Background: an optimization exercise with open tools, aiming at small area, a short achievable clock period and few clock cycles per item. Do not read the settings as production practice. Where RTL was checked, it was by simulation tests only, not by an equivalence proof against the original. For run 4, only the layout was checked, not whether the RTL still works. Power figures rest on the tool's default switching activity, not on a simulated workload.

==> flow/design.v <==
`timescale 1ns/10ps
`default_nettype none
module add_unit (
  input  logic               clk,
  input  logic               rst_n,
  input  logic               step_b,
  input  logic               fwd_d,
  input  logic [2:0]         wr_dest,
  input  logic [32-1:0] rd_data,
  output logic               cdb_valid,
  output logic [2:0]         cdb_dest,
  output logic [32-1:0] cdb_data
);
  logic [32-1:0] acc_q;
  logic [32-1:0] sum;
  logic               fwd_q;
  always_ff @(posedge clk) fwd_q <= fwd_d;
  prefix_add #(.W(32)) adder_inst (
    .a   ((step_b || fwd_q) ? acc_q : '0),
    .b   (rd_data),
    .sum (sum)
  );
  always_ff @(posedge clk) begin
    acc_q    <= sum;
    cdb_dest <= wr_dest;
  end
  always_ff @(posedge clk) begin
    if (!rst_n) cdb_valid <= 1'b0;
    else cdb_valid <= step_b;
  end
  assign cdb_data = acc_q;
endmodule
module prefix_add #(
  parameter int W = 32
) (
  input  logic [W-1:0] a,
  input  logic [W-1:0] b,
  output logic [W-1:0] sum
);
  localparam int L = $clog2(W);
  logic [W-1:0] g [L+1];
  logic [W-1:0] p [L+1];
  always_comb begin
    g[0] = a & b;
    p[0] = a ^ b;
    for (int l = 0; l < L; l++) begin
      for (int i = 0; i < W; i++) begin
        if ((i >> l) & 1) begin
          g[l+1][i] = g[l][i] | (p[l][i] & g[l][((i >> l) << l) - 1]);
          p[l+1][i] = p[l][i] & p[l][((i >> l) << l) - 1];
        end else begin
          g[l+1][i] = g[l][i];
          p[l+1][i] = p[l][i];
        end
      end
    end
    sum[0] = p[0][0];
    for (int i = 1; i < W; i++) sum[i] = p[0][i] ^ g[L][i-1];
  end
endmodule
`default_nettype wire
`timescale 1ns/10ps
`default_nettype none
module reg_file (
  input  logic                 clk,
  input  logic                 rst_n,
  input  logic                 wr_en,
  input  logic [2:0]           wr_dest,
  input  logic [32-1:0]   wr_data,
  input  logic [8-2:0] rd_sel_d,
  input  logic                 fwd_d,
  output logic [32-1:0]   rd_data,
  input  logic [2:0]           dbg_sel,
  output logic [32-1:0]   dbg_data
);
  logic [32-1:0]   regs [1:8-1];
  logic [8-2:0] fresh;
  logic [8-2:0] fresh_d;
  logic [8-2:0] wr_oh;
  logic [8-2:0] rd_sel;
  logic                 rd_fresh;
  logic [8-2:0] dbg_oh;
  always_comb begin
    for (int i = 1; i < 8; i++) wr_oh[i-1] = wr_en && (wr_dest == 3'(i));
    fresh_d = rst_n ? (fresh & ~wr_oh) : '1;
  end
  always_ff @(posedge clk) begin
    fresh    <= fresh_d;
    rd_sel   <= fwd_d ? '0 : (rd_sel_d & ~fresh_d);
    rd_fresh <= !fwd_d && |(rd_sel_d & fresh_d);
  end
  always_comb begin
    rd_data = 32'(1) & {32{rd_fresh}};
    for (int i = 1; i < 8; i++) rd_data |= rd_sel[i-1] ? regs[i] : '0;
  end
  always_comb begin
    for (int i = 1; i < 8; i++) dbg_oh[i-1] = (dbg_sel == 3'(i));
    dbg_data = 32'(1) & {32{|(dbg_oh & fresh)}};
    for (int i = 1; i < 8; i++) dbg_data |= (dbg_oh[i-1] && !fresh[i-1]) ? regs[i] : '0;
  end
  always_ff @(posedge clk) begin
    for (int i = 1; i < 8; i++) begin
      if (wr_oh[i-1]) regs[i] <= wr_data;
    end
  end
endmodule
`default_nettype wire
`timescale 1ns/10ps
`default_nettype none
module issue_ctrl (
  input  logic                 clk,
  input  logic                 rst_n,
  input  logic                 instr_req,
  input  logic [11:0]          instr,
  output logic                 instr_ack,
  output logic [8-2:0] rd_sel_d,
  output logic                 step_a,
  output logic                 step_b,
  output logic [2:0]           wr_dest,
  output logic                 fwd_d
);
  localparam logic [2:0] OP_ADDF = 3'b011;
  logic       req_q;
  logic       new_req;
  logic [2:0] b_q;
  logic [8-2:0] a_oh;
  logic [8-2:0] b_oh;
  always_comb begin
    for (int i = 1; i < 8; i++) begin
      a_oh[i-1] = (instr[5:3] == 3'(i));
      b_oh[i-1] = (b_q == 3'(i));
    end
  end
  assign instr_ack = instr_req;
  assign new_req   = instr_req && !req_q;
  always_ff @(posedge clk) req_q <= instr_req;
  always_ff @(posedge clk) begin
    if (!rst_n) begin
      step_a <= 1'b0;
      step_b <= 1'b0;
    end else begin
      step_a <= new_req && (instr[11:9] == OP_ADDF);
      step_b <= step_a;
    end
  end
  always_ff @(posedge clk) begin
    if (new_req) begin
      b_q     <= instr[2:0];
      wr_dest <= instr[8:6];
    end
  end
  assign rd_sel_d = new_req ? a_oh : b_oh;
  assign fwd_d = new_req && step_b && (instr[5:3] == wr_dest) && (wr_dest != '0);
endmodule
`default_nettype wire
`timescale 1ns/10ps
`default_nettype none
module tomasulo_core (
  input  logic               clk,
  input  logic               rst_n,
  input  logic               instr_req,
  input  logic [11:0]        instr,
  output logic               instr_ack,
  output logic               cdb_valid,
  output logic [2:0]         cdb_dest,
  output logic [32-1:0] cdb_data,
  input  logic [2:0]         dbg_sel,
  output logic [32-1:0] dbg_data
);
  logic [8-2:0] rd_sel_d;
  logic [32-1:0] rd_data;
  logic               step_a;
  logic               step_b;
  logic [2:0]         wr_dest;
  logic               fwd_d;
  issue_ctrl issue_ctrl_inst (
    .clk       (clk),
    .rst_n     (rst_n),
    .instr_req (instr_req),
    .instr     (instr),
    .instr_ack (instr_ack),
    .rd_sel_d  (rd_sel_d),
    .step_a    (step_a),
    .step_b    (step_b),
    .wr_dest   (wr_dest),
    .fwd_d     (fwd_d)
  );
  reg_file reg_file_inst (
    .clk      (clk),
    .rst_n    (rst_n),
    .wr_en    (cdb_valid),
    .wr_dest  (cdb_dest),
    .wr_data  (cdb_data),
    .rd_sel_d (rd_sel_d),
    .fwd_d    (fwd_d),
    .rd_data  (rd_data),
    .dbg_sel  (dbg_sel),
    .dbg_data (dbg_data)
  );
  add_unit add_unit_inst (
    .clk       (clk),
    .rst_n     (rst_n),
    .step_b    (step_b),
    .fwd_d     (fwd_d),
    .wr_dest   (wr_dest),
    .rd_data   (rd_data),
    .cdb_valid (cdb_valid),
    .cdb_dest  (cdb_dest),
    .cdb_data  (cdb_data)
  );
endmodule
`default_nettype wire
==> flow/flow/run.sh <==
#!/bin/bash
# The standard layout with two changes: plain buffers (buf_1) on the ports
# in place of the delay cells that buffer_ports picks by default, and a clock
# tree built from larger sink clusters without dummy balancing loads.
# Each tool's output is kept in standard_flow.log here and in ORFS's own logs
# under orfs/logs.
set -euo pipefail
export BUFFER_PORTS_ARGS="-buffer_cell sky130_fd_sc_hd__buf_1"
export CTS_ARGS="-sink_clustering_enable -repair_clock_nets -dont_use_dummy_load -sink_clustering_size 30 -sink_clustering_max_diameter 150"
bash standard.sh > standard_flow.log 2>&1
==> flow/standard.sh <==
#!/bin/bash
# synth_recipe.tcl (not shown) runs the flow's synth.tcl, then flattens the netlist and writes it again
# the make line also repeats each setting of config.mk as NAME=value (left out here)
make -C /OpenROAD-flow-scripts/flow DESIGN_CONFIG=/design/flow/config.mk WORK_HOME=/design/flow/orfs CLKGATE_MAP_FILE= SYNTH_SCRIPT=/design/flow/synth_recipe.tcl "${@:-finish}"
==> flow/config.mk <==
export PLATFORM = sky130hd
export DESIGN_NAME = tomasulo_core
export DESIGN_NICKNAME = tomasulo_core
export VERILOG_FILES = /design/flow/design.v
export SDC_FILE = /design/flow/constraint.sdc
export NUM_CORES = 4
export LEC_CHECK = 0
export CAP_MARGIN = 20
export CORE_MARGIN = 2
export CORE_UTILIZATION = 60
export SETUP_SLACK_MARGIN = 1.5
export SLEW_MARGIN = 20
==> flow/constraint.sdc <==
create_clock -name core_clock -period 5.0 [get_ports {clk}]
set_input_delay 1.0000 -clock core_clock [delete_from_list [all_inputs] [get_ports {clk}]]
set_output_delay 1.0000 -clock core_clock [all_outputs]
set_load 0.01 [all_outputs]
==> results of run 1 <==
==> timing repair <==
item | 4_1_cts | 5_1_grt
setup endpoints to repair | 42 | 17
gates resized for setup | 18 | 29
pin swaps | 1 | 17
setup buffers | 3 | 7
==> registers in the layout (all words and copies together), names as in the netlist <==
| register | cells |
|---|---|
| add_unit_inst.acc_q | 32 |
| add_unit_inst.cdb_dest | 3 |
| add_unit_inst.cdb_valid | 1 |
| add_unit_inst.fwd_q | 1 |
| issue_ctrl_inst.b_q | 3 |
| issue_ctrl_inst.req_q | 1 |
| issue_ctrl_inst.step_a | 1 |
| issue_ctrl_inst.step_b | 1 |
| issue_ctrl_inst.wr_dest | 3 |
| reg_file_inst.fresh | 7 |
| reg_file_inst.rd_fresh | 1 |
| reg_file_inst.rd_sel | 7 |
| reg_file_inst.regs | 224 |
==> worst max-delay path by stage <==
stage | slack (ns) | cells after the start | end | start
5_1_grt | 1.48 | 13 | add_unit_inst.acc_q[15] | reg_file_inst.regs[2][0]
2_1_floorplan | 1.55 | 6 | reg_file_inst.rd_fresh | add_unit_inst.cdb_valid
6_report | 1.60 | 8 | dbg_data[22] | dbg_sel[1]
3_3_place_gp | 1.07 | 7 | dbg_data[7] | dbg_sel[2]
3_5_place_dp | 1.00 | 7 | dbg_data[7] | dbg_sel[2]
4_1_cts | 1.51 | 12 | add_unit_inst.acc_q[28] | reg_file_inst.rd_sel[2]
==> area by class of cell <==
class / instances / area (um^2) / share of cell area [%]
Inverter: 8 / 30.0 / 0.224
Multi-Input combinational cell: 521 / 4050 / 30.2
Sequential cell: 285 / 8020 / 59.8
Clock buffer: 13 / 325 / 2.42
Timing Repair Buffer: 123 / 661 / 4.92
Tap cell: 265 / 332 / 2.47
==> kinds of logic (layout without fill, tap and decap cells) <==
family / after synthesis / in the layout / synth area share (%)
xor gates and xnor gates: 26 / 26 / 1.89
and+or+nand+nor: 196 / 196 / 8.34
buffers and inverters: 58 / 144 / 1.83
AOI/OAI and AO/OA: 259 / 259 / 17.2
adders and majority gates: 35 / 35 / 3.94
DFF: 285 / 285 / 66.3
muxes: 5 / 5 / 0.435
==> metal layers <==
layer	part of all wire, %	global-route usage, %
met5	0	0
met4	2.7	10.1
met3	11	5.39
met2	48	49.8
met1	39	42.1
==> power groups by stage <==
stage | sequential [mW] | combinational (mW) | clock, mW
2_1_floorplan | 2.59 | 0.0255 | 0
3_3_place_gp | 2.59 | 0.0410 | 0
3_5_place_dp | 2.59 | 0.0427 | 0
4_1_cts | 2.54 | 0.0432 | 1.15
5_1_grt | 2.54 | 0.0477 | 1.23
6_report | 2.54 | 0.0435 | 1.13
==> Yosys cell counts, types with 2 or more instances <==
cell	number	area [um^2]
nor3_1	17	85.1
a22o_1	2	17.5
o21ai_0	13	65.1
dfxtp_1	55	1100
nor2b_1	33	206
mux2i_1	3	30.0
o21bai_1	2	15.0
clkbuf_1	49	184
a31oi_1	2	12.5
a22oi_1	125	938
ha_1	30	375
nand2_1	25	93.8
or2_2	3	18.8
and3_1	3	18.8
a222oi_1	62	621
nand4_1	3	18.8
or3_1	2	12.5
xnor2_1	13	114
nor2_1	23	86.3
inv_1	8	30.0
nor3b_1	3	22.5
and2_1	3	18.8
xor2_1	13	114
edfxtp_1	230	6910
o211ai_1	4	30.0
a21o_1	9	67.6
nand3_1	67	335
fa_1	5	100
nand2b_1	10	62.6
mux2_2	2	22.5
a21oi_1	18	90.1
==> worst register-to-register path, stage by stage (launching register included) <==
cell	delay, ns
dfxtp_1	0.34
buf_6	0.23
a222oi_1	0.34
nand3_1	0.16
ha_1	0.38
nand4_1	0.22
or4_1	0.55
o22a_1	0.22
a31oi_4	0.26
and2_4	0.20
o21a_1	0.13
nor2_1	0.05
xnor2_1	0.12
==> metrics by stage <==
step	setup slack (ns)	util, %	cells	instance area [um^2]
final	1.60	68.5	1215	13400
after global routing	1.48	68.5	1215	13400
after CTS	1.51	67.5	1208	13200
after global placement	1.07	65.4	1192	12800
after floorplan	1.55	-	864	12100
after detailed placement	1.00	65.4	1192	12800
==> impl_metrics.json, run 1 <==
{
  "status": "finished clean",
  "crit_arrival_ns": 2.40,
  "end_kind": "primary output",
  "viasPerCell": 7.05,
  "timing.rr.start": "reg_file_inst.rd_sel[6]",
  "path_clk_slew_ns": 0.11,
  "irDropWorstVdd_mv": 0.233,
  "dr.first_iter.drc_count": 1302,
  "cts_tree": "built",
  "hold_depth": 0,
  "grt_pass1_vias": 8595,
  "whs_ns": 0.421,
  "ys.flop_type": "edfxtp_1",
  "slew-limit-headroom_pct": 31.9,
  "layout_common_cells": "edfxtp_1 (230), a22oi_1 (125), buf_1 (85), nand3_1 (67), a222oi_1 (62)",
  "drive_gt1_share_pct": 10.3,
  "worstHoldStart": "issue_ctrl_inst.wr_dest[0]",
  "firstDrtPassIters": 7,
  "fp.dieH_um": 146,
  "r2r_cells": 12,
  "grt_pass1_wl_um": 50000,
  "cp_common_cell": "buf_1",
  "p_sw_share_pct": 18.6,
  "ioPinCount": 87,
  "power.share.combinational_pct": 1.2,
  "start_util_pct": 61.6,
  "antenna_found_initial": 0,
  "track_usage_pct": 30.6,
  "hold_path_end": "add_unit_inst.cdb_dest[0]",
  "reg2reg_to": "add_unit_inst.acc_q[28]",
  "vias": 8560,
  "p_clk_share_pct": 30.4,
  "ant_nets": 0,
  "layout.nets": 1005,
  "grt_setup_unrepaired": "no",
  "synth_edf_count": 230,
  "drcViolationCount": 0,
  "fmax_mhz": 294,
  "fin_worst_skew_ns": 0.0506,
  "crit_family": "buffers and inverters",
  "period_needed_ns": 3.40,
  "port_buffers": 86,
  "cp_max_fo": 20,
  "slowest_stage": "a222oi_1",
  "place_congestion": 0.864,
  "crit_path_start_kind": "input pin",
  "seq_area_frac_synth_pct": 66.3,
  "cts.path.max_buffers": 3,
  "cts-root-buf": "clkbuf_16",
  "synth-seq-cells": 285,
  "slowest_delay_ns": 0.39,
  "synthArstFlopShare_pct": 0,
  "crit_path_cell_trace": "buf_1 -> nor2_1 -> nand2_1 -> nor2_2 -> buf_4 -> a222oi_1 -> nand3_1 -> buf_1",
  "final_common_cell": "edfxtp_1",
  "finalPower_mw": 3.71,
  "setup_viol": 0,
  "overflow": 0,
  "period_share_pct": 68.0,
  "drv_cap": 0,
  "syn-num-nets": 917,
  "hold_viol": 0,
  "critical_path_buf_inv_count": 3,
  "synth_cell_type_count": 58,
  "critPathRequiredTime_ns": 4.00,
  "reg2reg_slack_ns": 1.64,
  "hpwl_um": 19600,
  "routed_wl_um": 33200,
  "n_antenna_cell": 0,
  "fillers": 1410,
  "switchingPower_mw": 0.691,
  "hold_buffers": 0,
  "htree_levels": 1,
  "path_class": "input pin to primary output",
  "row_count": 51,
  "die-area_um2": 21300,
  "drv_slew": 0,
  "syn_to_final_growth_pct": 11.2,
  "clk_latency_ns": 0.50,
  "synthesis.instances": 864,
  "numCtsBuffers": 13,
  "die_w_um": 146,
  "clkSinkCount": 285,
  "wl_per_cell_um": 27.3,
  "ys.warnings.count": 7,
  "syn_avg_cell_area_um2": 14.0,
  "tns_ns": 0,
  "core_um2": 19600,
  "p_leak_nw": 4.19,
  "power_density_nw_per_um2": 276,
  "seq_power_share_pct": 68.4,
  "p_int_mw": 3.02,
  "hp-class": "flop to flop",
  "grt_start_max_net_pins": 34,
  "tightest_slew_ns": 1.02,
  "syn-cell-area_um2": 12100
}
Testbench counts, summed over its fixed seeds: cycles 6,412, items 3,200.
==> run 2, diff against run 1 <==
--- a/flow/config.mk
+++ b/flow/config.mk
@@ -5,6 +5,7 @@
 export SDC_FILE = /design/flow/constraint.sdc
 export NUM_CORES = 4
 export LEC_CHECK = 0
+export ABC_AREA = 1
 export CAP_MARGIN = 20
 export CORE_MARGIN = 2
 export CORE_UTILIZATION = 60
==> run 2 against run 1 <==
Register-to-register slack worse by 0.05 ns. Synthesized cell count rose by 56%. Combinational power is 26% higher. Via count rose by 20%. Die area rose by 9.5%. Sequential share of layout area down 4.5 points. Worst setup slack got worse by 0.036 ns. Routed wire length is 11% higher. Critical path type unchanged. Critical endpoint is now dbg_data[15]. Largest power group unchanged.
==> impl_metrics.json, run 2 <==
{
  "synth_edf_count": 230,
  "period_needed_ns": 3.44,
  "path_clk_slew_ns": 0.11,
  "hold_depth": 2,
  "track_usage_pct": 31.4,
  "final_util_pct": 66.6,
  "cts_tree": "built",
  "drcViolationCount": 0,
  "fmax_mhz": 291,
  "setup_viol": 0,
  "slowest_stage": "a221oi_1",
  "synthesis.instances": 1352,
  "wl_per_cell_um": 21.3,
  "synth_cell_type_count": 44,
  "path_class": "input pin to primary output",
  "numCtsBuffers": 13,
  "p_leak_nw": 5.79,
  "ant_nets": 0,
  "fillers": 1763,
  "vias": 10300,
  "fin_ws_ns": 1.56,
  "clkSinkCount": 285,
  "synth-seq-cells": 285,
  "syn_to_final_growth_pct": 9.29,
  "power_density_nw_per_um2": 259,
  "grt_start_max_net_pins": 33,
  "dr.first_iter.drc_count": 1087,
  "end_kind": "primary output",
  "seq_area_frac_synth_pct": 60.4,
  "grt_setup_unrepaired": "yes",
  "start_util_pct": 60.9,
  "placed_area_um2": 13900,
  "slowest_delay_ns": 0.33,
  "crit_path_start_kind": "input pin",
  "tightest_slew_ns": 1.00,
  "slew-limit-headroom_pct": 33.3,
  "grt_pass1_vias": 9845,
  "synth_most_common_cell": "nand2_1",
  "cts.path.max_buffers": 3,
  "routed_wl_um": 36800,
  "viasPerCell": 5.93,
  "hpwl_um": 22000,
  "n_antenna_cell": 0,
  "die_w_um": 153,
  "hold_buffers": 0,
  "hold_viol": 0,
  "port_buffers": 86,
  "hold_path_end": "issue_ctrl_inst.step_b",
  "period_share_pct": 68.8,
  "reg2reg_slack_ns": 1.59,
  "clk_latency_ns": 0.49,
  "ioPinCount": 87,
  "layout.nets": 1504,
  "synthTopCellsByCount": "nand2_1 (420), edfxtp_1 (230), inv_1 (160), nor2_1 (93), a21oi_1 (65)",
  "fin_worst_skew_ns": 0.0423,
  "largest_reg_flops": 224,
  "row_count": 54,
  "drv_slew": 0,
  "largest_register": "reg_file_inst.regs",
  "hp-class": "flop to flop",
  "netlist.area_leader.share_pct": 52.1,
  "status": "finished clean",
  "worstHoldStart": "issue_ctrl_inst.step_a",
  "stdcell_area_um2": 14500,
  "critPathRequiredTime_ns": 4.00,
  "irDropWorstVdd_mv": 0.287,
  "ys.flop_type": "edfxtp_1",
  "htree_levels": 1,
  "syn-cell-area_um2": 13300,
  "overflow": 0,
  "final_common_cell": "nand2_1",
  "crit_path_cell_trace": "clkbuf_4 -> nand4_1 -> clkinv_4 -> buf_4 -> a221oi_1 -> nand2_1 -> buf_1",
  "crit_arrival_ns": 2.44,
  "yosys-top-cells-area": "edfxtp_1 (52%), nand2_1 (12%), dfxtp_1 (8.3%)",
  "cp_max_fo": 10,
  "grt_pass1_wl_um": 55700,
  "place_congestion": 0.856,
  "syn_avg_cell_area_um2": 9.80,
  "fp.dieH_um": 153,
  "die-area_um2": 23300,
  "drive_gt1_share_pct": 6.35,
  "firstDrtPassIters": 6,
  "layout_common_cells": "nand2_1 (420), edfxtp_1 (230), inv_1 (157), nor2_1 (91), buf_1 (81)",
  "r2r_cells": 14,
  "cts-root-buf": "clkbuf_16",
  "post-place-ws_ns": 1.01,
  "yosysTopAreaCell": "edfxtp_1",
  "synthArstFlopShare_pct": 0,
  "ys.warnings.count": 7,
  "drv_cap": 0,
  "reg2reg_to": "add_unit_inst.acc_q[16]",
  "top_regs": "reg_file_inst.regs x224, add_unit_inst.acc_q x32",
  "tns_ns": 0,
  "core_um2": 21800,
  "syn-num-nets": 1405,
  "antenna_found_initial": 0,
  "timing.rr.start": "reg_file_inst.rd_sel[4]"
}
run 2: cell types whose count changed after synthesis, sizes merged, moves of 28 or more:
cell | before | now
a222oi | 62 | 0
nand2 | 25 | 423
a221oi | 1 | 34
inv | 8 | 167
a21oi | 19 | 65
a22oi | 125 | 0
nor2 | 24 | 96
nor2b | 33 | 0
nand4 | 3 | 31
run 2: power by group:
group	leakage, nW	switching, mW	internal [mW]	total, mW
logic	3.50	0.0369	0.0179	0.0548
registers	2.13	0.00690	2.54	2.54
clock network	0.160	0.680	0.473	1.15
run 2: layout make-up:
type                    count  area [um^2]  share of cell area, %
flip-flops and latches    285         8010                   55.3
multi-input cells         856         4450                   30.7
repair buffers            126          682                   4.71
inverters                 168          663                   4.58
well taps                 280          350                   2.42
clock buffers              13          325                   2.25
repair inverters            1         6.26                 0.0432
run 2: layer usage:
layer  GRT usage (%)  wire, um  vias to the layer above
met1            42.3     14400                     4803
met5               0         0                        -
met3            4.64      3690                      100
met4            12.1      1310                        0
met2            52.0     17400                      566
li1                -         -                     4785
run 2: worst max-delay path, delay by kind of cell:
family / cells / cell delay [ns]
compound gates: 1 / 0.33
buf+inv: 4 / 0.77
simple gates: 2 / 0.34
run 2: worst max path at each step:
stage                                       start                 endpoint  depth (start not counted)
after floorplan                        dbg_sel[0]             dbg_data[29]                          9
after detailed placement               dbg_sel[0]              dbg_data[3]                         10
after global routing      reg_file_inst.rd_sel[4]  add_unit_inst.acc_q[16]                         14
after global placement                 dbg_sel[0]             dbg_data[24]                         10
final                                  dbg_sel[2]             dbg_data[15]                          7
after CTS                              dbg_sel[1]              dbg_data[2]                         11
run 2: stage by stage:
step / hold WS [ns] / cells / power, mW
floorplan: 0.365 / 1352 / 2.63
global placement: 0.383 / 1701 / 2.65
detailed placement: 0.381 / 1701 / 2.65
CTS: 0.372 / 1729 / 3.77
global route: 0.393 / 1729 / 3.86
finish: 0.364 / 1729 / 3.75
run 2: logic make-up after synthesis:
kind of cell / share of synthesized area [%]
AND/OR/NAND/NOR: 19.1
flip-flops: 60.4
buffers and inverters: 6.56
AO/OA/AOI/OAI: 9.55
adder cells (fa/ha/maj): 3.59
XOR/XNOR: 0.793
run 2: repair_timing:
action | 4_1_cts | 5_1_grt
resized for setup | 20 | 20
pin swaps | 4 | 0
cloned | 1 | 0
endpoints found under the setup margin | 37 | 37
buffers inserted | 14 | 0
endpoints found under the hold margin | 0 | 0
==> run 3, diff against run 2 <==
--- a/flow/config.mk
+++ b/flow/config.mk
@@ -5,9 +5,8 @@
 export SDC_FILE = /design/flow/constraint.sdc
 export NUM_CORES = 4
 export LEC_CHECK = 0
-export ABC_AREA = 1
-export CAP_MARGIN = 20
+export CAP_MARGIN = 5
 export CORE_MARGIN = 2
 export CORE_UTILIZATION = 60
 export SETUP_SLACK_MARGIN = 1.5
-export SLEW_MARGIN = 20
+export SLEW_MARGIN = 5
==> run 3 against run 2 <==
Maximum frequency up 1.1%. Global-route usage down 0.81 points. Cell count down 30%. Routed wire length down 9.8%. Sequential share of layout area up 4.5 points. Clock skew up 0.0083 ns. First-iteration DRC count up 20%. Register-to-register slack better by 0.05 ns. Worst setup slack better by 0.036 ns. Design area down 7.3%. Sequential cell count unchanged. Count of clock-buffer cells in the layout unchanged.
==> impl_metrics.json, run 3 <==
{
  "p_leak_nw": 4.19,
  "drive_gt1_share_pct": 10.3,
  "firstDrtPassIters": 7,
  "die_w_um": 146,
  "track_usage_pct": 30.6,
  "drcViolationCount": 0,
  "cp_max_fo": 20,
  "synth_edf_count": 230,
  "tightest_slew_ns": 1.02,
  "largest_register": "reg_file_inst.regs",
  "ys.warnings.count": 7,
  "dr.first_iter.drc_count": 1302,
  "seq_area_frac_synth_pct": 66.3,
  "synthTopCellsByCount": "edfxtp_1 (230), a22oi_1 (125), nand3_1 (67), a222oi_1 (62), dfxtp_1 (55)",
  "fillers": 1410,
  "overflow": 0,
  "numCtsBuffers": 13,
  "synth_fa_ha_area_share_pct": 3.94,
  "grt_start_max_net_pins": 34,
  "syn-num-nets": 917,
  "ys.flop_type": "edfxtp_1",
  "synthArstFlopShare_pct": 0,
  "layout.nets": 1005,
  "place_congestion": 0.864,
  "synthesis.instances": 864,
  "clkSinkCount": 285,
  "top_regs": "reg_file_inst.regs x224, add_unit_inst.acc_q x32",
  "power_density_nw_per_um2": 276,
  "fmax_mhz": 294,
  "tns_ns": 0,
  "irDropWorstVdd_mv": 0.233,
  "antenna_found_initial": 0,
  "grt_pass1_wl_um": 50000,
  "cp_common_cell": "buf_1",
  "period_share_pct": 68.0,
  "grt_setup_unrepaired": "no",
  "placed_area_um2": 12800,
  "status": "finished clean",
  "syn-cell-area_um2": 12100,
  "layout_common_cells": "edfxtp_1 (230), a22oi_1 (125), buf_1 (85), nand3_1 (67), a222oi_1 (62)",
  "path_clk_slew_ns": 0.11,
  "yosys-top-cells-area": "edfxtp_1 (57%), dfxtp_1 (9.1%), a22oi_1 (7.8%)",
  "finalPower_mw": 3.71,
  "critPathRequiredTime_ns": 4.00,
  "critical_path_buf_inv_count": 3,
  "reg2reg_slack_ns": 1.64,
  "clk_latency_ns": 0.50,
  "crit_path_start_kind": "input pin",
  "synthMuxAreaShare_pct": 0.435,
  "slowest_stage": "a222oi_1",
  "multi_input_comb_area_um2": 4050,
  "yosysTopAreaCell": "edfxtp_1",
  "synth_top_family_by_area": "compound AO/OA/AOI/OAI gates",
  "slew-limit-headroom_pct": 31.9,
  "viasPerCell": 7.05,
  "die-area_um2": 21300,
  "regArea_um2": 8020,
  "period_needed_ns": 3.40,
  "slowest_delay_ns": 0.39,
  "vias": 8560,
  "synthSimpleGateAreaFrac_pct": 8.34,
  "final_common_cell": "edfxtp_1",
  "synth_cell_type_count": 58,
  "core_um2": 19600,
  "synth_most_common_cell": "edfxtp_1",
  "setup_viol": 0,
  "cts_tree": "built",
  "start_util_pct": 61.6,
  "hold_viol": 0,
  "end_kind": "primary output",
  "synth_compound_area_share_pct": 17.2,
  "drv_cap": 0,
  "hpwl_um": 19600,
  "stdcell_area_um2": 13400,
  "syn_to_final_growth_pct": 11.2,
  "fin_worst_skew_ns": 0.0506,
  "netlist.area_leader.share_pct": 57.2,
  "wl_per_cell_um": 27.3,
  "drv_slew": 0,
  "syn_avg_cell_area_um2": 14.0,
  "synth-seq-cells": 285,
  "synthXorXnorAreaFrac_pct": 1.89,
  "ioPinCount": 87,
  "cts.path.max_buffers": 3,
  "cts-root-buf": "clkbuf_16",
  "crit_family": "buffers and inverters",
  "crit_arrival_ns": 2.40,
  "port_buffers": 86,
  "path_class": "input pin to primary output",
  "crit_path_cell_trace": "buf_1 -> nor2_1 -> nand2_1 -> nor2_2 -> buf_4 -> a222oi_1 -> nand3_1 -> buf_1",
  "htree_levels": 1,
  "hp-class": "flop to flop",
  "ant_nets": 0,
  "hold_buffers": 0,
  "largest_reg_flops": 224,
  "row_count": 51,
  "fp.dieH_um": 146,
  "n_antenna_cell": 0,
  "grt_pass1_vias": 8595,
  "routed_wl_um": 33200
}
==> run 3: cell types whose count changed in the layout (fill, tap and decap cells not counted), sizes merged, moves of 23 or more <==
cell / before / now
a22oi: 0 / 125
nand4: 31 / 3
o21ai: 37 / 14
a222oi: 0 / 62
nor2b: 0 / 33
nor2: 96 / 24
nand2: 423 / 25
inv: 165 / 8
a21oi: 65 / 19
a221oi: 34 / 1
==> run 3: kinds of logic (layout without fill, tap and decap cells) <==
group           Yosys count  after routing
compound gates          259            259
simple gates            196            196
buf+inv                  58            144
fa+ha+maj                35             35
xor+xnor                 26             26
mux                       5              5
flops                   285            285
==> run 3: report_power, final <==
group | switching (mW) | internal (mW) | leakage (nW)
Combinational | 0.0272 | 0.0164 | 1.94
Clock | 0.658 | 0.471 | 0.160
Sequential | 0.00631 | 2.53 | 2.09
==> run 3: worst reg2reg max path: stages, from the launching register on <==
cell,delay (ns)
dfxtp_1,0.34
buf_6,0.23
a222oi_1,0.34
nand3_1,0.16
ha_1,0.38
nand4_1,0.22
or4_1,0.55
o22a_1,0.22
a31oi_4,0.26
and2_4,0.20
o21a_1,0.13
nor2_1,0.05
xnor2_1,0.12
==> run 3: layer usage <==
metal	part of all wire, %	global-route usage [%]	vias up
met3	11	5.39	79
met2	48	49.8	534
li1	-	-	3706
met1	39	42.1	4241
met4	2.7	10.1	0
met5	0	0	-
==> run 3: area by class of cell <==
| class | count | area share, % |
|---|---|---|
| repair buffers | 123 | 4.92 |
| inverters | 8 | 0.224 |
| flip-flops and latches | 285 | 59.8 |
| clock buffers | 13 | 2.42 |
| multi-input cells | 521 | 30.2 |
| well taps | 265 | 2.47 |
==> run 3: worst paths after layout <==
check | start | cells past startpoint | to
max | dbg_sel[1] | 8 | dbg_data[22]
min | issue_ctrl_inst.wr_dest[0] | 0 | add_unit_inst.cdb_dest[0]
min reg2reg | issue_ctrl_inst.wr_dest[0] | 0 | add_unit_inst.cdb_dest[0]
max reg2reg | reg_file_inst.rd_sel[6] | 12 | add_unit_inst.acc_q[28]
==> run 3: stage by stage <==
step	util, %	hold slack [ns]	setup WS, ns	std cells
after floorplan	-	0.364	1.55	864
after global routing	68.5	0.421	1.48	1215
after detailed placement	65.4	0.396	1.00	1192
after CTS	67.5	0.421	1.51	1208
final	68.5	0.421	1.60	1215
after global placement	65.4	0.380	1.07	1192
==> run 3: what timing repair did <==
| item | 4_1_cts | 5_1_grt |
|---|---|---|
| endpoints found under the setup margin | 42 | 17 |
| buffers inserted | 3 | 7 |
| gates resized for setup | 18 | 29 |
| pin swaps | 1 | 17 |
==> run 4, diff against run 3 <==
--- a/flow/design.v
+++ b/flow/design.v
@@ -143,11 +143,9 @@
       step_b <= step_a;
     end
   end
-  always_ff @(posedge clk) begin
-    if (new_req) begin
-      b_q     <= instr[2:0];
-      wr_dest <= instr[8:6];
-    end
+  always_ff @(posedge clk) b_q <= instr[2:0];
+  always_ff @(posedge clk) begin
+    if (new_req) wr_dest <= instr[8:6];
   end
   assign rd_sel_d = new_req ? a_oh : b_oh;
   assign fwd_d = new_req && step_b && (instr[5:3] == wr_dest) && (wr_dest != '0);
--- a/flow/config.mk
+++ b/flow/config.mk
@@ -5,8 +5,8 @@
 export SDC_FILE = /design/flow/constraint.sdc
 export NUM_CORES = 4
 export LEC_CHECK = 0
-export CAP_MARGIN = 5
+export CAP_MARGIN = 20
 export CORE_MARGIN = 2
 export CORE_UTILIZATION = 60
 export SETUP_SLACK_MARGIN = 1.5
-export SLEW_MARGIN = 5
+export SLEW_MARGIN = 20
==> run 4 against run 3 <==
Largest power group unchanged. Utilization shrank 0.45 points. Sequential cell count is the same. Sequential power is essentially flat. Largest cell class unchanged. Design area shrank 0.66%. Power grew 0.25%. Clock power is essentially flat. Routed wire length shrank 0.78%. Worst setup slack lost 0.048 ns. First-iteration DRC count shrank 0.77%.
==> impl_metrics.json, run 4 <==
{
  "numCtsBuffers": 13,
  "fin_ws_ns": 1.55,
  "clkSinkCount": 285,
  "finalPower_mw": 3.72,
  "die_w_um": 146,
  "fmax_mhz": 290,
  "track_usage_pct": 30.5,
  "row_count": 51,
  "netlist.area_leader.share_pct": 56.6,
  "slew-limit-headroom_pct": 48.1,
  "cts.path.max_buffers": 3,
  "setup_viol": 0,
  "ys.warnings.count": 7,
  "antenna_found_initial": 0,
  "hpwl_um": 19200,
  "firstDrtPassIters": 8,
  "htree_levels": 1,
  "drv_slew": 0,
  "routed_wl_um": 32900,
  "synth-seq-cells": 285,
  "period_share_pct": 69.0,
  "n_antenna_cell": 0,
  "synthTopCellsByCount": "edfxtp_1 (227), a22oi_1 (125), nand3_1 (67), a222oi_1 (62), dfxtp_1 (58)",
  "wl_per_cell_um": 27.2,
  "cts_tree": "built",
  "grt_setup_unrepaired": "yes",
  "ys.flop_type": "edfxtp_1",
  "hp-class": "flop to flop",
  "synthArstFlopShare_pct": 0,
  "hold_buffers": 0,
  "yosysTopAreaCell": "edfxtp_1",
  "irDropWorstVdd_mv": 0.397,
  "whs_ns": 0.427,
  "start_util_pct": 61.5,
  "drive_gt1_share_pct": 9.85,
  "cts-root-buf": "clkbuf_16",
  "status": "finished clean",
  "synth_cell_type_count": 58,
  "top_regs": "reg_file_inst.regs x224, add_unit_inst.acc_q x32",
  "seq_area_frac_synth_pct": 66.2,
  "crit_path_cell_trace": "buf_4 -> a222oi_1 -> nand3_1 -> ha_4 -> a2111oi_4 -> o2111ai_1 -> a311oi_2 -> a31oi_4 -> a41oi_2 -> nand2b_1 -> a21oi_2 -> xnor2_1",
  "dr.first_iter.drc_count": 1292,
  "drcViolationCount": 0,
  "grt_pass1_vias": 8640,
  "synthesis.instances": 864,
  "yosys-top-cells-area": "edfxtp_1 (57%), dfxtp_1 (9.6%), a22oi_1 (7.8%)",
  "tightest_slew_ns": 0.776,
  "core_um2": 19600,
  "viasPerCell": 7.09,
  "largest_register": "reg_file_inst.regs",
  "power_density_nw_per_um2": 279,
  "p_leak_nw": 4.17,
  "syn-num-nets": 917,
  "grt_pass1_wl_um": 49800,
  "place_congestion": 0.879,
  "overflow": 0,
  "tns_ns": 0,
  "period_needed_ns": 3.45,
  "ioPinCount": 87,
  "post-place-ws_ns": 1.16,
  "cp_max_fo": 22,
  "largest_reg_flops": 224,
  "syn_avg_cell_area_um2": 13.9,
  "syn-cell-area_um2": 12000,
  "die-area_um2": 21200,
  "crit_arrival_ns": 3.87,
  "end_kind": "flop",
  "layout.nets": 999,
  "fp.dieH_um": 146,
  "synth_most_common_cell": "edfxtp_1",
  "slowest_stage": "dfxtp_2",
  "final_common_cell": "edfxtp_1",
  "vias": 8572,
  "syn_to_final_growth_pct": 10.7,
  "port_buffers": 86,
  "layout_common_cells": "edfxtp_1 (227), a22oi_1 (125), buf_1 (83), nand3_1 (67), a222oi_1 (62)",
  "critPathRequiredTime_ns": 5.42,
  "ant_nets": 0,
  "clk_latency_ns": 0.48,
  "hold_viol": 0,
  "grt_start_max_net_pins": 34,
  "synth_edf_count": 227,
  "drv_cap": 0,
  "path_clk_slew_ns": 0.11,
  "crit_path_start_kind": "flop",
  "slowest_delay_ns": 0.56,
  "fin_worst_skew_ns": 0.0347,
  "path_class": "flop to flop"
}
## run 4: cell count changes in the layout (fill, tap and decap cells not counted), sizes merged
cell | previous run | this run
buf | 123 | 115
clkbuf | 13 | 15
dfxtp | 55 | 58
edfxtp | 230 | 227
## run 4: repair_timing
action / 4_1_cts / 5_1_grt
buffers inserted: 0 / 7
resized for setup: 16 / 29
endpoints found under the setup margin: 40 / 23
pin swaps: 2 / 11
## run 4: worst max-delay path: cells and delay by family, from the launching register on
kind	cells	cell delay (ns)
compound gates	7	1.65
flops	1	0.56
buf+inv	1	0.44
simple gates	2	0.34
fa+ha+maj	1	0.26
xor+xnor	1	0.12
## run 4: path summary, 6_finish.rpt
path / from / endpoint / slack, ns / cells past startpoint
worst max-delay path: reg_file_inst.rd_sel[0] / add_unit_inst.acc_q[30] / 1.55 / 12
worst min-delay path: issue_ctrl_inst.wr_dest[1] / add_unit_inst.cdb_dest[1] / 0.43 / 0
worst max register to register: reg_file_inst.rd_sel[0] / add_unit_inst.acc_q[30] / 1.55 / 12
worst min register to register: issue_ctrl_inst.wr_dest[1] / add_unit_inst.cdb_dest[1] / 0.43 / 0
## run 4: cells by family (layout without fill, tap and decap cells)
| kind of cell | Yosys count | in the layout | share of synthesized area [%] |
|---|---|---|---|
| AND/OR/NAND/NOR | 196 | 196 | 8.36 |
| buffers and inverters | 58 | 138 | 1.84 |
| multiplexers | 5 | 5 | 0.436 |
| XOR/XNOR | 26 | 26 | 1.89 |
| flip-flops | 285 | 285 | 66.2 |
| adder cells (fa/ha/maj) | 35 | 35 | 3.95 |
| AO/OA/AOI/OAI | 259 | 259 | 17.3 |
## run 4: per-stage QoR
step	cells	instance area [um^2]	utilization, %
CTS	1202	13100	67.1
detailed placement	1189	12800	65.2
global route	1209	13300	68.1
floorplan	864	12000	-
global placement	1189	12800	65.2
finish	1209	13300	68.1
## run 4: layout make-up
class                   instances  area (um^2)
fillers                      1403         6260
well taps                     265          332
multi-input cells             521         4040
repair buffers                117          618
flip-flops and latches        285         7990
clock buffers                  13          325
inverters                       8         30.0
## run 4: routing by layer
layer  wire length [um]  GRT usage (%)  up-vias
li1                   -              -     3700
met1              12600           42.0     4153
met2              15700           49.2      630
met3               3650           4.42       89
met4               1020           12.9        0
met5                  0              0        -
## run 4: report_power, final
group	internal [mW]	total [mW]	switching [mW]
combinational	0.0183	0.0480	0.0297
clock	0.472	1.14	0.664
sequential	2.53	2.54	0.00719
total	3.02	3.72	0.701
==> run 5, diff against run 4 <==
--- a/flow/design.v
+++ b/flow/design.v
@@ -143,9 +143,11 @@
       step_b <= step_a;
     end
   end
-  always_ff @(posedge clk) b_q <= instr[2:0];
-  always_ff @(posedge clk) begin
-    if (new_req) wr_dest <= instr[8:6];
+  always_ff @(posedge clk) begin
+    if (new_req) begin
+      b_q     <= instr[2:0];
+      wr_dest <= instr[8:6];
+    end
   end
   assign rd_sel_d = new_req ? a_oh : b_oh;
   assign fwd_d = new_req && step_b && (instr[5:3] == wr_dest) && (wr_dest != '0);
--- a/flow/config.mk
+++ b/flow/config.mk
@@ -8,5 +8,5 @@
 export CAP_MARGIN = 20
 export CORE_MARGIN = 2
 export CORE_UTILIZATION = 60
-export SETUP_SLACK_MARGIN = 1.5
+export SETUP_SLACK_MARGIN = 1.6
 export SLEW_MARGIN = 20
==> run 5 against run 4 <==
Hold slack worse by 0.011 ns. Utilization is 2.6 points higher. Critical path type is now input pin to primary output. Synthesized area is 0.25% higher. Cell count is 3.1% higher. Combinational power is 1% lower. Worst setup slack better by 0.077 ns. Sequential share of layout area is 2.0 points lower. Clock power hardly changed. Power hardly changed. Synthesized cell count stayed put.
==> impl_metrics.json, run 5 <==
{
  "status": "finished clean",
  "synth-seq-cells": 285,
  "vias": 8695,
  "htree_levels": 1,
  "crit_path_cell_trace": "clkbuf_2 -> nor2_1 -> nand2_2 -> nor2_4 -> buf_12 -> a222oi_1 -> nand3_1 -> buf_1",
  "numCtsBuffers": 13,
  "antenna_found_initial": 1,
  "fp.dieH_um": 146,
  "path_class": "input pin to primary output",
  "ant_nets": 0,
  "firstDrtPassIters": 9,
  "synthArstFlopShare_pct": 0,
  "cts.path.max_buffers": 3,
  "track_usage_pct": 31.3,
  "top_regs": "reg_file_inst.regs x224, add_unit_inst.acc_q x32",
  "seq_power_share_pct": 68.3,
  "die_w_um": 146,
  "row_count": 51,
  "cp_max_fo": 13,
  "netlist.area_leader.share_pct": 57.2,
  "setup_viol": 0,
  "drv_slew": 0,
  "wl_per_cell_um": 27.5,
  "hpwl_um": 19800,
  "fin_worst_skew_ns": 0.0490,
  "syn-cell-area_um2": 12100,
  "fin_ws_ns": 1.63,
  "ys.flop_type": "edfxtp_1",
  "power_density_nw_per_um2": 269,
  "slew-limit-headroom_pct": 34.8,
  "place_congestion": 0.867,
  "layout.nets": 1037,
  "overflow": 0,
  "hold_viol": 0,
  "p_clk_share_pct": 30.4,
  "ys.warnings.count": 7,
  "synth_most_common_cell": "edfxtp_1",
  "crit_path_start_kind": "input pin",
  "whs_ns": 0.416,
  "post-place-ws_ns": 1.07,
  "slowest_stage": "nor2_4",
  "critPathRequiredTime_ns": 4.00,
  "dpl.cell_count": 1196,
  "p_int_mw": 3.02,
  "period_needed_ns": 3.37,
  "end_kind": "primary output",
  "clk_latency_ns": 0.49,
  "slowest_delay_ns": 0.28,
  "path_clk_slew_ns": 0.11,
  "drv_cap": 0,
  "power.share.combinational_pct": 1.3,
  "p_leak_nw": 4.41,
  "routed_wl_um": 34300,
  "hold_buffers": 0,
  "final_util_pct": 70.7,
  "syn_avg_cell_area_um2": 14.0,
  "crit_arrival_ns": 2.37,
  "final_common_cell": "edfxtp_1",
  "largest_reg_flops": 224,
  "drive_gt1_share_pct": 14.4,
  "period_share_pct": 67.5,
  "yosys-top-cells-area": "edfxtp_1 (57%), dfxtp_1 (9.1%), a22oi_1 (7.8%)",
  "syn_to_final_growth_pct": 14.7,
  "clkSinkCount": 285,
  "tns_ns": 0,
  "layout_common_cells": "edfxtp_1 (230), a22oi_1 (125), buf_1 (82), nand3_1 (67), a222oi_1 (62)",
  "start_util_pct": 61.6,
  "grt_setup_unrepaired": "yes",
  "dr.first_iter.drc_count": 1344,
  "n_antenna_cell": 0,
  "largest_register": "reg_file_inst.regs",
  "die-area_um2": 21300,
  "cts-root-buf": "clkbuf_16",
  "port_buffers": 86,
  "yosysTopAreaCell": "edfxtp_1",
  "drcViolationCount": 0,
  "grt_pass1_vias": 8697,
  "grt_start_max_net_pins": 33,
  "irDropWorstVdd_mv": 0.341,
  "synth_edf_count": 230,
  "cts_tree": "built",
  "synth_cell_type_count": 58,
  "p_sw_share_pct": 18.7,
  "core_um2": 19600,
  "fin_cells": 1247,
  "ioPinCount": 87,
  "seq_area_frac_synth_pct": 66.3,
  "viasPerCell": 6.97,
  "switchingPower_mw": 0.695,
  "synthTopCellsByCount": "edfxtp_1 (230), a22oi_1 (125), nand3_1 (67), a222oi_1 (62), dfxtp_1 (55)",
  "syn-num-nets": 917,
  "tightest_slew_ns": 0.976,
  "hp-class": "flop to flop",
  "grt_pass1_wl_um": 51000,
  "synthesis.instances": 864,
  "fmax_mhz": 296
}
-- run 5: layout make-up --
| type | instances | area, um^2 |
|---|---|---|
| Sequential cell | 285 | 8020 |
| Timing Repair Buffer | 155 | 1010 |
| Tap cell | 265 | 332 |
| Clock buffer | 13 | 325 |
| Inverter | 8 | 30.0 |
| Multi-Input combinational cell | 521 | 4130 |
| Fill cell | 1370 | 5750 |
-- run 5: power groups by stage --
stage	logic (mW)	registers, mW	clock network, mW
4_1_cts	0.0438	2.54	1.15
3_3_place_gp	0.0417	2.59	0
5_1_grt	0.0513	2.54	1.23
6_report	0.0475	2.54	1.13
3_5_place_dp	0.0431	2.59	0
2_1_floorplan	0.0255	2.59	0
-- run 5: routing by layer --
| metal | global-route usage (%) | wire [um] | vias to the layer above |
|---|---|---|---|
| met1 | 42.5 | 12900 | 4238 |
| met5 | 0 | 0 | - |
| met3 | 5.27 | 3920 | 101 |
| met2 | 51.6 | 16300 | 572 |
| met4 | 11.4 | 1200 | 0 |
| li1 | - | - | 3784 |
-- run 5: worst max-delay path, delay by kind of cell --
| family | cells | cell delay (ns) |
|---|---|---|
| AO/OA/AOI/OAI | 1 | 0.11 |
| buffers and inverters | 3 | 0.51 |
| AND/OR/NAND/NOR | 4 | 0.75 |
-- run 5: kinds of logic (layout without fill, tap and decap cells) --
| logic type | count (synthesis) | count (layout) | share of synthesized area [%] |
|---|---|---|---|
| DFF | 285 | 285 | 66.3 |
| AOI/OAI and AO/OA | 259 | 259 | 17.2 |
| and+or+nand+nor | 196 | 196 | 8.34 |
| buffers and inverters | 58 | 176 | 1.83 |
| adders and majority gates | 35 | 35 | 3.94 |
| xor gates and xnor gates | 26 | 26 | 1.89 |
| muxes | 5 | 5 | 0.435 |
-- run 5: final timing paths --
| kind | cells past startpoint | endpoint | slack [ns] | startpoint |
|---|---|---|---|---|
| hold / removal | 0 | add_unit_inst.cdb_dest[0] | 0.42 | issue_ctrl_inst.wr_dest[0] |
| setup reg to reg | 12 | add_unit_inst.acc_q[28] | 1.66 | reg_file_inst.rd_sel[0] |
| hold reg to reg | 0 | add_unit_inst.cdb_dest[0] | 0.42 | issue_ctrl_inst.wr_dest[0] |
| setup / recovery | 8 | dbg_data[16] | 1.63 | dbg_sel[1] |
-- run 5: repair_timing --
action                                 CTS  global route
cloned                                   0             1
pin swaps                                7            38
endpoints found under the hold margin    0             0
setup endpoints to repair               42            41
resized for setup                       29            39
setup buffers                           10            27
-- run 5: per-stage QoR --
stage                     power (mW)  cell area, um^2
after floorplan                 2.62            12100
after global placement          2.64            12900
after detailed placement        2.64            12900
after CTS                       3.73            13400
after global routing            3.82            13800
final                           3.72            13800
Testbench counts of run 5, summed over its fixed seeds: cycles 6,412, items 3,200.
==> run 6, diff against run 5 <==
--- a/flow/config.mk
+++ b/flow/config.mk
@@ -8,5 +8,6 @@
 export CAP_MARGIN = 20
 export CORE_MARGIN = 2
 export CORE_UTILIZATION = 60
-export SETUP_SLACK_MARGIN = 1.6
+export GPL_TIMING_DRIVEN = 0
+export SETUP_SLACK_MARGIN = 1.5
 export SLEW_MARGIN = 20
==> run 6 against run 5 <==
Still clean. Sequential cell count unchanged. Synthesized cell count unchanged. Sequential share of layout area rose by 0.66 points. Cell count decreased by 0.24%. Routed wire length grew 5.9%. Hold slack got worse by 0.0058 ns. Largest cell class unchanged. Largest power group unchanged.
==> impl_metrics.json, run 6 <==
{
  "status": "finished clean",
  "reg2reg_slack_ns": 1.57,
  "drv_slew": 0,
  "crit_arrival_ns": 2.44,
  "p_leak_nw": 4.35,
  "synth_fa_ha_area_share_pct": 3.94,
  "start_util_pct": 61.6,
  "crit_path_start_kind": "input pin",
  "clk_latency_ns": 0.49,
  "multi_input_comb_area_um2": 4040,
  "layout_common_cells": "edfxtp_1 (230), a22oi_1 (125), buf_1 (84), nand3_1 (67), a222oi_1 (62)",
  "top_regs": "reg_file_inst.regs x224, add_unit_inst.acc_q x32",
  "critPathRequiredTime_ns": 4.00,
  "synth_top_family_by_area": "compound AO/OA/AOI/OAI gates",
  "hold_viol": 0,
  "cts-root-buf": "clkbuf_16",
  "grt_pass1_wl_um": 53100,
  "yosysTopAreaCell": "edfxtp_1",
  "synth_most_common_cell": "edfxtp_1",
  "die_w_um": 146,
  "ys.warnings.count": 7,
  "syn_to_final_growth_pct": 13.1,
  "cts_tree": "built",
  "regArea_um2": 8010,
  "largest_register": "reg_file_inst.regs",
  "dpl.cell_count": 1227,
  "slew-limit-headroom_pct": 54.1,
  "r2r_cells": 13,
  "fin_worst_skew_ns": 0.0418,
  "setup_viol": 0,
  "ant_nets": 0,
  "dr.first_iter.drc_count": 1368,
  "core_um2": 19600,
  "drv_cap": 0,
  "irDropWorstVdd_mv": 0.304,
  "synthSimpleGateAreaFrac_pct": 8.34,
  "synthTopCellsByCount": "edfxtp_1 (230), a22oi_1 (125), nand3_1 (67), a222oi_1 (62), dfxtp_1 (55)",
  "place_congestion": 0.948,
  "synthXorXnorAreaFrac_pct": 1.89,
  "hold_path_end": "add_unit_inst.cdb_dest[0]",
  "synth_cell_type_count": 58,
  "cts.path.max_buffers": 3,
  "numCtsBuffers": 13,
  "netlist.area_leader.share_pct": 57.2,
  "synth_compound_area_share_pct": 17.2,
  "ys.flop_type": "edfxtp_1",
  "path_clk_slew_ns": 0.10,
  "final_common_cell": "edfxtp_1",
  "row_count": 51,
  "fp.dieH_um": 146,
  "overflow": 0,
  "htree_levels": 1,
  "whs_ns": 0.410,
  "grt_pass1_vias": 8726,
  "cp_max_fo": 10,
  "largest_reg_flops": 224,
  "ioPinCount": 87,
  "power_density_nw_per_um2": 273,
  "hold_depth": 0,
  "period_needed_ns": 3.44,
  "period_share_pct": 68.7,
  "synthArstFlopShare_pct": 0,
  "die-area_um2": 21300,
  "yosys-top-cells-area": "edfxtp_1 (57%), dfxtp_1 (9.1%), a22oi_1 (7.8%)",
  "syn-cell-area_um2": 12100,
  "end_kind": "primary output",
  "hpwl_um": 23800,
  "fin_cells": 1244,
  "grt_start_max_net_pins": 31,
  "synth_edf_count": 230,
  "antenna_found_initial": 0,
  "drcViolationCount": 0,
  "fillers": 1405,
  "firstDrtPassIters": 9,
  "n_antenna_cell": 0,
  "synthesis.instances": 864,
  "seq_area_frac_synth_pct": 66.3,
  "clkSinkCount": 285,
  "viasPerCell": 7.16,
  "syn-num-nets": 917,
  "synthMuxAreaShare_pct": 0.435,
  "routed_wl_um": 36400,
  "tightest_slew_ns": 0.687,
  "path_class": "input pin to primary output",
  "reg2reg_to": "add_unit_inst.acc_q[15]",
  "wl_per_cell_um": 29.2,
  "layout.nets": 1034,
  "drive_gt1_share_pct": 12.1,
  "hp-class": "flop to flop",
  "grt_setup_unrepaired": "yes",
  "track_usage_pct": 33.6,
  "worstHoldStart": "issue_ctrl_inst.wr_dest[0]",
  "fmax_mhz": 291,
  "vias": 8911,
  "synth-seq-cells": 285,
  "timing.rr.start": "reg_file_inst.rd_sel[4]",
  "syn_avg_cell_area_um2": 14.0,
  "port_buffers": 86
}
==> run 6: cell type report <==
class                      count  share of cell area [%]
tap                          265                    2.43
inverter                       8                   0.220
multi-input combinational    521                    29.6
sequential                   285                    58.6
clock buffer                  13                    2.38
timing repair buffer         102                    4.02
buffer                        50                    2.72
==> run 6: timing repair <==
action / CTS / global route
hold endpoints to repair: 0 / 0
endpoints found under the setup margin: 54 / 41
gates cloned: 0 / 1
buffers inserted: 1 / 2
pin swaps: 1 / 14
resized for setup: 86 / 51
hold buffers: 0 / 0
==> run 6: power breakdown <==
group          leakage (nW)  switching (mW)  internal, mW  total (mW)
Clock                 0.160           0.670         0.472        1.14
Sequential             2.08         0.00547          2.53        2.54
Combinational          2.11          0.0286        0.0183      0.0469
Total                  4.35           0.704          3.02        3.73
==> run 6: routing by layer <==
metal | wire length, um | up-vias | share of wire [%] | global-route usage (%)
met3 | 4260 | 117 | 12 | 6.27
li1 | - | 3774 | - | -
met2 | 16800 | 682 | 46 | 53.3
met5 | 0 | - | 0 | 0
met4 | 1510 | 0 | 4.2 | 14.1
met1 | 13800 | 4338 | 38 | 46.0
==> run 6: cell families after synthesis <==
| family | after synthesis |
|---|---|
| DFF | 285 |
| adders and majority gates | 35 |
| and+or+nand+nor | 196 |
| AOI/OAI and AO/OA | 259 |
| buffers and inverters | 58 |
| xor gates and xnor gates | 26 |
| muxes | 5 |
==> run 6: how the worst max path moves through the flow <==
stage	start	endpoint	slack (ns)	depth (start not counted)
after global placement	add_unit_inst.cdb_valid	reg_file_inst.rd_fresh	-0.94	6
after detailed placement	dbg_sel[2]	dbg_data[22]	0.65	7
after CTS	dbg_sel[2]	dbg_data[22]	1.46	7
final	dbg_sel[1]	dbg_data[22]	1.56	7
after global routing	reg_file_inst.rd_sel[6]	add_unit_inst.acc_q[28]	1.47	12
after floorplan	add_unit_inst.cdb_valid	reg_file_inst.rd_fresh	1.55	6
==> run 6: worst max-delay path: stages <==
cell	delay [ns]
buf_1	0.10
nand2b_1	0.21
nor3_2	0.27
clkbuf_4	0.39
a22oi_1	0.14
nand3_1	0.16
buf_2	0.16
==> run 6: through the flow <==
stage / total power [mW] / setup TNS, ns / util [%] / cell area, um^2 / setup WS (ns)
after floorplan: 2.62 / 0 / - / 12100 / 1.55
after global placement: 2.63 / -22.68 / 65.0 / 12700 / -0.937
after detailed placement: 2.64 / 0 / 66.2 / 13000 / 0.646
after CTS: 3.73 / 0 / 69.0 / 13500 / 1.46
after global routing: 3.82 / 0 / 69.7 / 13700 / 1.47
final: 3.73 / 0 / 69.7 / 13700 / 1.56
==> run 7, diff against run 6 <==
--- a/flow/config.mk
+++ b/flow/config.mk
@@ -8,6 +8,6 @@
 export CAP_MARGIN = 20
 export CORE_MARGIN = 2
 export CORE_UTILIZATION = 60
-export GPL_TIMING_DRIVEN = 0
+export PLACE_DENSITY = 0.72
 export SETUP_SLACK_MARGIN = 1.5
 export SLEW_MARGIN = 20
==> run 7 against run 6 <==
Sequential cell count unchanged. Clock skew increased by 0.010 ns. Routed wire length decreased by 8.3%. Sequential power about the same. Still clean on timing, DRC and antenna.
==> impl_metrics.json, run 7 <==
{
  "htree_levels": 1,
  "period_share_pct": 68.6,
  "drv_cap": 0,
  "top_regs": "reg_file_inst.regs x224, add_unit_inst.acc_q x32",
  "syn_avg_cell_area_um2": 14.0,
  "die-area_um2": 21300,
  "fin_ws_ns": 1.57,
  "slew-limit-headroom_pct": 34.5,
  "place_congestion": 0.890,
  "grt_start_max_net_pins": 34,
  "layout_common_cells": "edfxtp_1 (230), a22oi_1 (125), buf_1 (84), nand3_1 (67), a222oi_1 (62)",
  "status": "finished clean",
  "clk_latency_ns": 0.50,
  "row_count": 51,
  "path_clk_slew_ns": 0.11,
  "layout.nets": 996,
  "tns_ns": 0,
  "path_class": "flop to flop",
  "largest_register": "reg_file_inst.regs",
  "tightest_slew_ns": 0.981,
  "wl_per_cell_um": 27.7,
  "synth_cell_type_count": 58,
  "cts-root-buf": "clkbuf_16",
  "vias": 8657,
  "seq_area_frac_synth_pct": 66.3,
  "die_w_um": 146,
  "yosys-top-cells-area": "edfxtp_1 (57%), dfxtp_1 (9.1%), a22oi_1 (7.8%)",
  "p_leak_nw": 4.14,
  "clkSinkCount": 285,
  "fin_worst_skew_ns": 0.0519,
  "yosysTopAreaCell": "edfxtp_1",
  "end_kind": "flop",
  "power_density_nw_per_um2": 279,
  "irDropWorstVdd_mv": 0.233,
  "cts.path.max_buffers": 3,
  "fillers": 1384,
  "viasPerCell": 7.18,
  "netlist.area_leader.share_pct": 57.2,
  "syn-num-nets": 917,
  "numCtsBuffers": 13,
  "port_buffers": 86,
  "firstDrtPassIters": 8,
  "crit_path_start_kind": "flop",
  "hpwl_um": 18800,
  "final_common_cell": "edfxtp_1",
  "fmax_mhz": 292,
  "n_antenna_cell": 0,
  "post-place-ws_ns": 1.27,
  "grt_pass1_vias": 8713,
  "ys.warnings.count": 7,
  "dpl.cell_count": 1188,
  "overflow": 0,
  "synth-seq-cells": 285,
  "syn-cell-area_um2": 12100,
  "drive_gt1_share_pct": 9.03,
  "fin_cells": 1206,
  "syn_to_final_growth_pct": 10.4,
  "drcViolationCount": 0,
  "critPathRequiredTime_ns": 5.34,
  "synthTopCellsByCount": "edfxtp_1 (230), a22oi_1 (125), nand3_1 (67), a222oi_1 (62), dfxtp_1 (55)",
  "cp_max_fo": 20,
  "period_needed_ns": 3.43,
  "synth_most_common_cell": "edfxtp_1",
  "ioPinCount": 87,
  "drv_slew": 0,
  "multi_input_comb_area_um2": 4030,
  "synthesis.instances": 864,
  "start_util_pct": 61.6,
  "regArea_um2": 8020,
  "largest_reg_flops": 224,
  "grt_pass1_wl_um": 50200,
  "ant_nets": 0,
  "hp-class": "flop to flop",
  "synth_edf_count": 230,
  "finalPower_mw": 3.72,
  "crit_arrival_ns": 3.77,
  "track_usage_pct": 30.7,
  "synthArstFlopShare_pct": 0,
  "ys.flop_type": "edfxtp_1",
  "grt_setup_unrepaired": "yes",
  "hold_viol": 0,
  "setup_viol": 0,
  "core_um2": 19600,
  "dr.first_iter.drc_count": 1447,
  "whs_ns": 0.392,
  "routed_wl_um": 33400,
  "cts_tree": "built",
  "antenna_found_initial": 0,
  "fp.dieH_um": 146
}
==> run 7: cell types whose count changed in the layout (fill, tap and decap cells not counted), sizes merged <==
cell    delta
clkbuf    -36
buf        -2
==> run 7: stage by stage <==
step	util (%)	area [um^2]
after detailed placement	65.3	12800
final	68.1	13300
after global routing	68.1	13300
after CTS	67.2	13200
after floorplan	-	12100
after global placement	65.3	12800
==> run 7: layout make-up <==
type | count | area share (%)
Clock buffer | 13 | 2.44
Inverter | 8 | 0.225
Multi-Input combinational cell | 521 | 30.2
Sequential cell | 285 | 60.2
Tap cell | 265 | 2.49
Timing Repair Buffer | 114 | 4.49
==> run 7: report_power, final <==
group | switching (mW) | leakage [nW] | total [mW] | internal (mW)
Clock | 0.669 | 0.160 | 1.14 | 0.472
Sequential | 0.00636 | 2.09 | 2.54 | 2.53
Combinational | 0.0270 | 1.89 | 0.0431 | 0.0162
Total | 0.702 | 4.14 | 3.72 | 3.02
==> run 7: cell families (layout without fill, tap and decap cells) <==
group,count (synthesis),count (layout),synth area share [%]
adders and majority gates,35,35,3.94
DFF,285,285,66.3
muxes,5,5,0.435
AOI/OAI and AO/OA,259,259,17.2
buffers and inverters,58,135,1.83
and+or+nand+nor,196,196,8.34
xor gates and xnor gates,26,26,1.89
==> run 7: path summary, 6_finish.rpt <==
kind	start	end	slack (ns)	depth (start not counted)
min reg2reg	issue_ctrl_inst.wr_dest[1]	add_unit_inst.cdb_dest[1]	0.39	0
max reg2reg	reg_file_inst.rd_sel[0]	add_unit_inst.acc_q[28]	1.57	12
max	reg_file_inst.rd_sel[0]	add_unit_inst.acc_q[28]	1.57	12
min	issue_ctrl_inst.wr_dest[1]	add_unit_inst.cdb_dest[1]	0.39	0
==> run 7: timing repair <==
item | 4_1_cts | 5_1_grt
setup endpoints to repair | 41 | 22
resized for setup | 16 | 28
hold buffers | 0 | 0
pin swaps | 0 | 8
hold endpoints to repair | 0 | 0
buffers inserted | 0 | 5
==> run 7: layer usage <==
metal	global-route usage, %	wire, um	vias up
met1	41.2	12700	4247
met3	5.33	3650	93
met4	13.7	1090	0
met5	0	0	-
met2	49.7	15900	626
li1	-	-	3691
==> run 7: critical path, cell delays in order, from the launching register on <==
cell	delay, ns
dfxtp_2	0.45
buf_6	0.25
a222oi_1	0.27
nand3_1	0.23
ha_4	0.35
nand4_1	0.16
or4_1	0.53
o22a_1	0.24
a31oi_4	0.27
and2_4	0.20
o21a_1	0.14
nor2_1	0.06
xnor2_1	0.11
==> run 8, diff against run 7 <==
--- a/flow/config.mk
+++ b/flow/config.mk
@@ -5,9 +5,9 @@
 export SDC_FILE = /design/flow/constraint.sdc
 export NUM_CORES = 4
 export LEC_CHECK = 0
+export ABC_AREA = 1
 export CAP_MARGIN = 20
 export CORE_MARGIN = 2
 export CORE_UTILIZATION = 60
-export PLACE_DENSITY = 0.72
-export SETUP_SLACK_MARGIN = 1.5
+export SETUP_SLACK_MARGIN = 1.7
 export SLEW_MARGIN = 20
==> run 8 against run 7 <==
Combinational power rose by 39%. Count of clock-buffer cells in the layout unchanged. Hold slack got worse by 0.026 ns. Critical endpoint is now dbg_data[2].
==> impl_metrics.json, run 8 <==
{
  "status": "finished clean",
  "syn-cell-area_um2": 13300,
  "overflow": 0,
  "synth-seq-cells": 285,
  "syn-num-nets": 1405,
  "worstHoldStart": "issue_ctrl_inst.step_a",
  "layout_common_cells": "nand2_1 (416), edfxtp_1 (230), inv_1 (156), nor2_1 (90), buf_1 (70)",
  "top_regs": "reg_file_inst.regs x224, add_unit_inst.acc_q x32",
  "end_kind": "primary output",
  "start_util_pct": 60.9,
  "timing.rr.start": "reg_file_inst.rd_sel[0]",
  "ioPinCount": 87,
  "whs_ns": 0.366,
  "grt_pass1_wl_um": 56100,
  "placed_area_um2": 13900,
  "stdcell_area_um2": 14900,
  "synthesis.instances": 1352,
  "track_usage_pct": 31.6,
  "hold_viol": 0,
  "cts-root-buf": "clkbuf_16",
  "largest_reg_flops": 224,
  "drv_slew": 0,
  "dpl.cell_count": 1701,
  "tns_ns": 0,
  "reg2reg_slack_ns": 1.90,
  "seq_area_frac_synth_pct": 60.4,
  "reg2reg_to": "add_unit_inst.acc_q[20]",
  "grt_setup_unrepaired": "yes",
  "die-area_um2": 23300,
  "p_int_mw": 3.03,
  "power_density_nw_per_um2": 253,
  "largest_register": "reg_file_inst.regs",
  "core_um2": 21800,
  "crit_arrival_ns": 2.27,
  "path_class": "input pin to primary output",
  "yosys-top-cells-area": "edfxtp_1 (52%), nand2_1 (12%), dfxtp_1 (8.3%)",
  "critPathRequiredTime_ns": 4.00,
  "path_depth": 9,
  "p_leak_nw": 6.00,
  "power.share.combinational_pct": 1.6,
  "fp.dieH_um": 153,
  "n_antenna_cell": 0,
  "syn_avg_cell_area_um2": 9.80,
  "ant_nets": 0,
  "vias": 10400,
  "drcViolationCount": 0,
  "slowest_stage": "nand3_4",
  "irDropWorstVdd_mv": 0.286,
  "yosysTopAreaCell": "edfxtp_1",
  "crit_path_end": "dbg_data[2]",
  "crit_start": "dbg_sel[0]",
  "fin_cells": 1753,
  "r2r_cells": 18,
  "dr.first_iter.drc_count": 1083,
  "p_sw_share_pct": 19.3,
  "wl_per_cell_um": 21.7,
  "viasPerCell": 5.96,
  "synth_most_common_cell": "nand2_1",
  "switchingPower_mw": 0.725,
  "finalPower_mw": 3.75,
  "path_clk_slew_ns": 0.11,
  "synthArstFlopShare_pct": 0,
  "cts_tree": "built",
  "crit_path_start_kind": "input pin",
  "ys.flop_type": "edfxtp_1",
  "place_congestion": 0.856,
  "tightest_slew_ns": 1.02,
  "synth_cell_type_count": 44,
  "clkSinkCount": 285,
  "synthTopCellsByCount": "nand2_1 (420), edfxtp_1 (230), inv_1 (160), nor2_1 (93), a21oi_1 (65)",
  "die_w_um": 153,
  "crit_family": "simple AND/OR/NAND/NOR gates",
  "fin_worst_skew_ns": 0.0410,
  "p_clk_share_pct": 30.7,
  "period_needed_ns": 3.27,
  "grt_pass1_vias": 9949,
  "numCtsBuffers": 13,
  "slowest_delay_ns": 0.24,
  "antenna_found_initial": 0,
  "netlist.area_leader.share_pct": 52.1,
  "cts.path.max_buffers": 3,
  "drive_gt1_share_pct": 9.37,
  "drv_cap": 0,
  "seq_power_share_pct": 67.7,
  "synth_edf_count": 230,
  "row_count": 54,
  "final_common_cell": "nand2_1",
  "htree_levels": 1,
  "syn_to_final_growth_pct": 12.1,
  "crit_path_cell_trace": "clkbuf_4 -> inv_4 -> nor2_4 -> nand3_4 -> inv_8 -> nand2_1 -> and3_1 -> nand3_1 -> buf_1",
  "grt_start_max_net_pins": 33,
  "routed_wl_um": 38100,
  "firstDrtPassIters": 5,
  "fmax_mhz": 306,
  "port_buffers": 86,
  "slew-limit-headroom_pct": 32.0,
  "clk_latency_ns": 0.49,
  "critical_path_buf_inv_count": 4,
  "ys.warnings.count": 7,
  "period_share_pct": 65.4,
  "cp_max_fo": 11,
  "hpwl_um": 22000,
  "setup_viol": 0,
  "layout.nets": 1528,
  "hp-class": "flop to flop"
}
[run 8: kinds of logic after synthesis]
family | synth area share, %
buffers and inverters | 6.56
adders and majority gates | 3.59
xor gates and xnor gates | 0.793
AOI/OAI and AO/OA | 9.55
DFF | 60.4
and+or+nand+nor | 19.1
[run 8: metal layers]
layer	GRT usage, %	routed length [um]
met5	0	0
met4	12.4	1480
met3	4.58	3940
met2	52.4	18000
met1	42.4	14700
[run 8: cell type report]
type	instances	area, um^2
sequential	285	8020
fill	1697	6900
multi-input combinational	856	4480
timing repair buffer	149	987
inverter	168	676
tap	280	350
clock buffer	13	325
timing repair inverter	2	17.5
[run 8: how the worst min path moves through the flow]
| stage | to | slack [ns] | depth (start not counted) |
|---|---|---|---|
| after floorplan | add_unit_inst.cdb_dest[1] | 0.37 | 0 |
| after global placement | add_unit_inst.cdb_dest[1] | 0.38 | 0 |
| after detailed placement | add_unit_inst.cdb_dest[1] | 0.38 | 0 |
| after CTS | issue_ctrl_inst.step_b | 0.37 | 2 |
| after global routing | issue_ctrl_inst.step_b | 0.39 | 2 |
| final | issue_ctrl_inst.step_b | 0.37 | 2 |
[run 8: tightest hold or removal path: cells and delay by family (launching register included)]
family                 cells  cell delay [ns]
AND/OR/NAND/NOR            1             0.05
buffers and inverters      1             0.03
flip-flops                 1             0.30
[run 8: per-stage QoR]
step           setup slack [ns]  util (%)
4_1_cts                    1.67      66.9
5_1_grt                    1.65      68.3
3_5_place_dp               1.01      63.9
2_1_floorplan              2.11         -
6_report                   1.73      68.3
3_3_place_gp               1.02      63.9
[run 8: what timing repair did]
item / 4_1_cts / 5_1_grt
pin swaps: 6 / 13
hold buffers: 0 / 0
gates cloned: 1 / 3
gates resized for setup: 49 / 45
buffers inserted: 21 / 14
setup endpoints to repair: 49 / 41
[run 8: power by group through the flow]
stage / Sequential (mW) / Clock, mW / Combinational (mW)
after floorplan: 2.59 / 0 / 0.0331
after global routing: 2.54 / 1.25 / 0.0671
final: 2.54 / 1.15 / 0.0598
after global placement: 2.60 / 0 / 0.0505
after detailed placement: 2.60 / 0 / 0.0519
after CTS: 2.54 / 1.17 / 0.0557

Check on run 8: ideal ports give 1.731 ns setup slack; a clkbuf_16 on the clock port and buf_2 on the inputs give 1.671 ns; moving port delays by the midpoint clock arrival (0.524 ns) as well gives 1.671 ns.
